Background: an optimization exercise with open tools, aiming at small area, a short achievable clock period and few clock cycles. Do not read the settings as production practice. Only simulation tests tie the RTL to the original design; equivalence was not proved. Power and IR drop assume default switching activity.

== before ==
==> module icache, before the edit <==
module icache (
  input  logic         clk,
  input  logic         rst,
  input  logic         inst_read,
  input  logic [31:0]  inst_addr,
  output logic [31:0]  inst_rdata,
  output logic         inst_resp,
  output logic         pmem_read,
  output logic [31:0]  pmem_address,
  input  logic [63:0]  pmem_rdata,
  input  logic         pmem_resp,
  output logic [31:0]  hit_count,
  output logic [31:0]  miss_count
);
  logic [7:0]   valid_r;
  logic [23:0]  tag_r [8];
  logic         fill_r;
  logic [1:0]   cnt_r;        
  logic         cur_v_r;      
  logic [26:0]  cur_line_r;
  logic [7:0]   cur_oh_r;     
  logic         miss_r;       
  logic [31:0]  hc_r;
  logic [31:0]  mc_r;
  logic [2:0]   idx_s;
  logic [23:0]  tag_s;
  logic [1:0]   beat_s;
  logic [7:0]   eq_s;
  logic         hit_s;
  logic         same_s;
  logic         early_s;
  logic         avail_s;
  logic         start_s;
  logic         move_s;
  logic         resp_s;
  logic [255:0] line_s;
  logic [31:0]  word_s;
  logic [7:0]   word_oh_s;
  assign idx_s  = inst_addr[7:5];
  assign tag_s  = inst_addr[31:8];
  assign beat_s = inst_addr[4:3];
  always_comb begin
    for (int j = 0; j < 8; j++) begin
      eq_s[j] = valid_r[j] && (tag_r[j] == tag_s);
    end
    hit_s   = eq_s[idx_s];
    same_s  = cur_v_r && (inst_addr[31:5] == cur_line_r);
    early_s = beat_s < cnt_r;
    avail_s = !fill_r || early_s || (pmem_resp && (beat_s == cnt_r));
    resp_s  = inst_read && same_s && avail_s;
    start_s = inst_read && !hit_s && !fill_r;
    move_s  = inst_read && !same_s && ((hit_s && !fill_r) || start_s);
    word_oh_s = 8'd1 << inst_addr[4:2];
    word_s    = '0;
    for (int w = 0; w < 8; w++) begin
      word_s = word_s | ({32{word_oh_s[w]}} & line_s[w*32 +: 32]);
    end
  end
  icache_array u_array (
    .clk        (clk),
    .wr_en      (fill_r),
    .wr_index   (cur_line_r[2:0]),
    .wr_beat    (cnt_r),
    .wr_data    (pmem_rdata),
    .rd_line_oh (cur_oh_r),
    .rd_line    (line_s)
  );
  always_ff @(posedge clk) begin
    if (!rst) begin
      valid_r <= '0;
    end else if (start_s) begin
      valid_r[idx_s] <= 1'b1;
    end
  end
  always_ff @(posedge clk) begin
    if (start_s) begin
      tag_r[idx_s] <= tag_s;
    end
  end
  always_ff @(posedge clk) begin
    if (move_s) begin
      cur_line_r <= inst_addr[31:5];
      cur_oh_r   <= 8'd1 << idx_s;
    end
  end
  always_ff @(posedge clk) begin
    if (!rst) begin
      fill_r     <= 1'b0;
      cnt_r      <= 2'd0;
      cur_v_r    <= 1'b0;
      miss_r     <= 1'b0;
      hc_r       <= 32'd0;
      mc_r       <= 32'd0;
    end else begin
      if (start_s) begin
        fill_r <= 1'b1;
        cnt_r  <= 2'd0;
        miss_r <= 1'b1;
        mc_r   <= mc_r + 32'd1;
      end else if (fill_r && pmem_resp) begin
        cnt_r <= cnt_r + 2'd1;
        if (cnt_r == 2'd3) begin
          fill_r <= 1'b0;
        end
      end
      if (move_s) begin
        cur_v_r <= 1'b1;
      end
      if (resp_s) begin
        miss_r <= 1'b0;
        if (!miss_r) begin
          hc_r <= hc_r + 32'd1;
        end
      end
    end
  end
  assign inst_resp    = resp_s;
  assign inst_rdata   = (fill_r && !early_s) ? (inst_addr[2] ? pmem_rdata[63:32] : pmem_rdata[31:0]) : word_s;
  assign pmem_read    = fill_r || start_s;
  assign pmem_address = fill_r ? {cur_line_r, 5'd0} : {inst_addr[31:5], 5'd0};
  assign hit_count    = (inst_read && !miss_r) ? hc_r + 32'd1 : hc_r;
  assign miss_count   = mc_r;
endmodule
export LEC_CHECK = 0
export CAP_MARGIN = 20
export CORE_MARGIN = 2
export CORE_UTILIZATION = 50
export CTS_CLUSTER_DIAMETER = 100
export CTS_CLUSTER_SIZE = 25
export PLACE_DENSITY = 0.65
export SETUP_SLACK_MARGIN = 1.5
export SLEW_MARGIN = 20
create_clock -name core_clock -period 5.5 [get_ports {clk}]
standard.sh (not shown) runs the stock make flow with config.mk's settings and CLKGATE_MAP_FILE= SYNTH_SCRIPT=/design/flow/synth_recipe.tcl, a recipe that flattens the netlist after the stock synthesis.
==> flow/flow/run.sh <==
#!/bin/bash
# The standard layout, with buf_4 cells as the port buffers instead of the
# delay cells that buffer_ports picks by default. Every tool's output goes to
# make.log (and ORFS's own per-step logs under orfs/logs).
set -euo pipefail
bash standard.sh "BUFFER_PORTS_ARGS=-buffer_cell sky130_fd_sc_hd__buf_4" finish > make.log 2>&1
Testbench counts of before, summed over its fixed seeds: cycles 68,052.
Input-level comparison between after and before:
diff --git a/flow/design.v b/flow/design.v
--- a/flow/design.v
+++ b/flow/design.v
@@ -48,47 +48,51 @@
   logic [23:0]  tag_r [8];
   logic         fill_r;
   logic [1:0]   cnt_r;        
   logic         cur_v_r;      
   logic [26:0]  cur_line_r;
   logic [7:0]   cur_oh_r;     
+  logic [2:0]   pw_r;         
+  logic [7:0]   pw_oh_r;      
   logic         miss_r;       
   logic [31:0]  hc_r;
   logic [31:0]  mc_r;
   logic [2:0]   idx_s;
   logic [23:0]  tag_s;
   logic [1:0]   beat_s;
   logic [7:0]   eq_s;
   logic         hit_s;
   logic         same_s;
+  logic         wmatch_s;
+  logic         wmove_s;
   logic         early_s;
   logic         avail_s;
   logic         start_s;
   logic         move_s;
   logic         resp_s;
   logic [255:0] line_s;
   logic [31:0]  word_s;
-  logic [7:0]   word_oh_s;
   assign idx_s  = inst_addr[7:5];
   assign tag_s  = inst_addr[31:8];
-  assign beat_s = inst_addr[4:3];
+  assign beat_s = pw_r[2:1];
   always_comb begin
     for (int j = 0; j < 8; j++) begin
       eq_s[j] = valid_r[j] && (tag_r[j] == tag_s);
     end
     hit_s   = eq_s[idx_s];
-    same_s  = cur_v_r && (inst_addr[31:5] == cur_line_r);
-    early_s = beat_s < cnt_r;
-    avail_s = !fill_r || early_s || (pmem_resp && (beat_s == cnt_r));
-    resp_s  = inst_read && same_s && avail_s;
+    same_s   = cur_v_r && (inst_addr[31:5] == cur_line_r);
+    wmatch_s = inst_addr[4:2] == pw_r;
+    early_s  = beat_s < cnt_r;
+    avail_s  = !fill_r || early_s || (pmem_resp && (beat_s == cnt_r));
+    resp_s   = inst_read && same_s && wmatch_s && avail_s;
+    wmove_s  = inst_read && same_s && !wmatch_s;
     start_s = inst_read && !hit_s && !fill_r;
     move_s  = inst_read && !same_s && ((hit_s && !fill_r) || start_s);
-    word_oh_s = 8'd1 << inst_addr[4:2];
     word_s    = '0;
     for (int w = 0; w < 8; w++) begin
-      word_s = word_s | ({32{word_oh_s[w]}} & line_s[w*32 +: 32]);
+      word_s = word_s | ({32{pw_oh_r[w]}} & line_s[w*32 +: 32]);
     end
   end
   icache_array u_array (
     .clk        (clk),
     .wr_en      (fill_r),
     .wr_index   (cur_line_r[2:0]),
@@ -110,12 +114,21 @@
     end
   end
   always_ff @(posedge clk) begin
     if (move_s) begin
       cur_line_r <= inst_addr[31:5];
       cur_oh_r   <= 8'd1 << idx_s;
+    end
+  end
+  always_ff @(posedge clk) begin
+    if (move_s || wmove_s) begin
+      pw_r    <= inst_addr[4:2];
+      pw_oh_r <= 8'd1 << inst_addr[4:2];
+    end else if (resp_s) begin
+      pw_r    <= pw_r + 3'd1;
+      pw_oh_r <= {pw_oh_r[6:0], pw_oh_r[7]};
     end
   end
   always_ff @(posedge clk) begin
     if (!rst) begin
       fill_r     <= 1'b0;
       cnt_r      <= 2'd0;
@@ -144,12 +157,12 @@
           hc_r <= hc_r + 32'd1;
         end
       end
     end
   end
   assign inst_resp    = resp_s;
-  assign inst_rdata   = (fill_r && !early_s) ? (inst_addr[2] ? pmem_rdata[63:32] : pmem_rdata[31:0]) : word_s;
+  assign inst_rdata   = (fill_r && !early_s) ? (pw_r[0] ? pmem_rdata[63:32] : pmem_rdata[31:0]) : word_s;
   assign pmem_read    = fill_r || start_s;
   assign pmem_address = fill_r ? {cur_line_r, 5'd0} : {inst_addr[31:5], 5'd0};
   assign hit_count    = (inst_read && !miss_r) ? hc_r + 32'd1 : hc_r;
   assign miss_count   = mc_r;
 endmodule
before → after: synthesized area has remained practically unchanged, multi-input combinational cell area rose about 1.2%, routing usage on met2 now sits higher.
inst_rdata[15] as the last element of the critical path was reported by after, and inst_rdata[14] by before.
Total stage count of the critical path in after vs before: down 1
after vs. before: first-pass GRT wire length rose by 23 mm; worst-case setup slack after placement rose by 0.26 ns.
In the reports for after and before, the smaller final clock skew belongs to after.
Taking before as the reference, in after setup slack saw an increase; cell area shows an increase of about 2%; via count climbed about 1.4%; power dissipated by switching net loads now sits higher; non-clock buffer count rose 75.
For the largest driver fanout on the critical path, after came in 10 higher than before did.
When the final numbers for after and before were put side by side, the met1 demand-to-capacity share in global routing turned out to be smaller in before.
after has completed all stages; timing, DRC and antenna checks passed.
Testbench counts of after, summed over its fixed seeds: cycles 68,088.

static timing again, ports no longer ideal:
How much do the figures lean on ideal ports? The routed layouts below were timed once more, with nothing changed but the port constraints.
Step 1 sets driving cells, clkbuf_16 on the clock port and buf_2 on the other inputs (assumed; they add their load-dependent delay and slew).
Step 2 times the ports against the registers' clock, not the clock port: input delays grow and output delays shrink by t, the midpoint of the rising clock arrivals with the driver on.
a / b / c = ideal / step 1 / step 2; a / b = the first two.
run | t (ns) | slack for setup (ns) | worst setup path at the end | latest minus earliest clock arrival (ns) | pins driven straight from the clock port
before | 0.859 | 1.100 / 1.018 / 1.114 | input to output | 0.039 / 0.039 | 1
after | 0.866 | 1.218 / 1.132 / 1.116 | input to register | 0.048 / 0.048 | 1
After both steps every run listed still meets setup and hold. The setup slack of after, which loses most, moves by -0.086 ns with the drivers and by -0.102 ns with both steps.
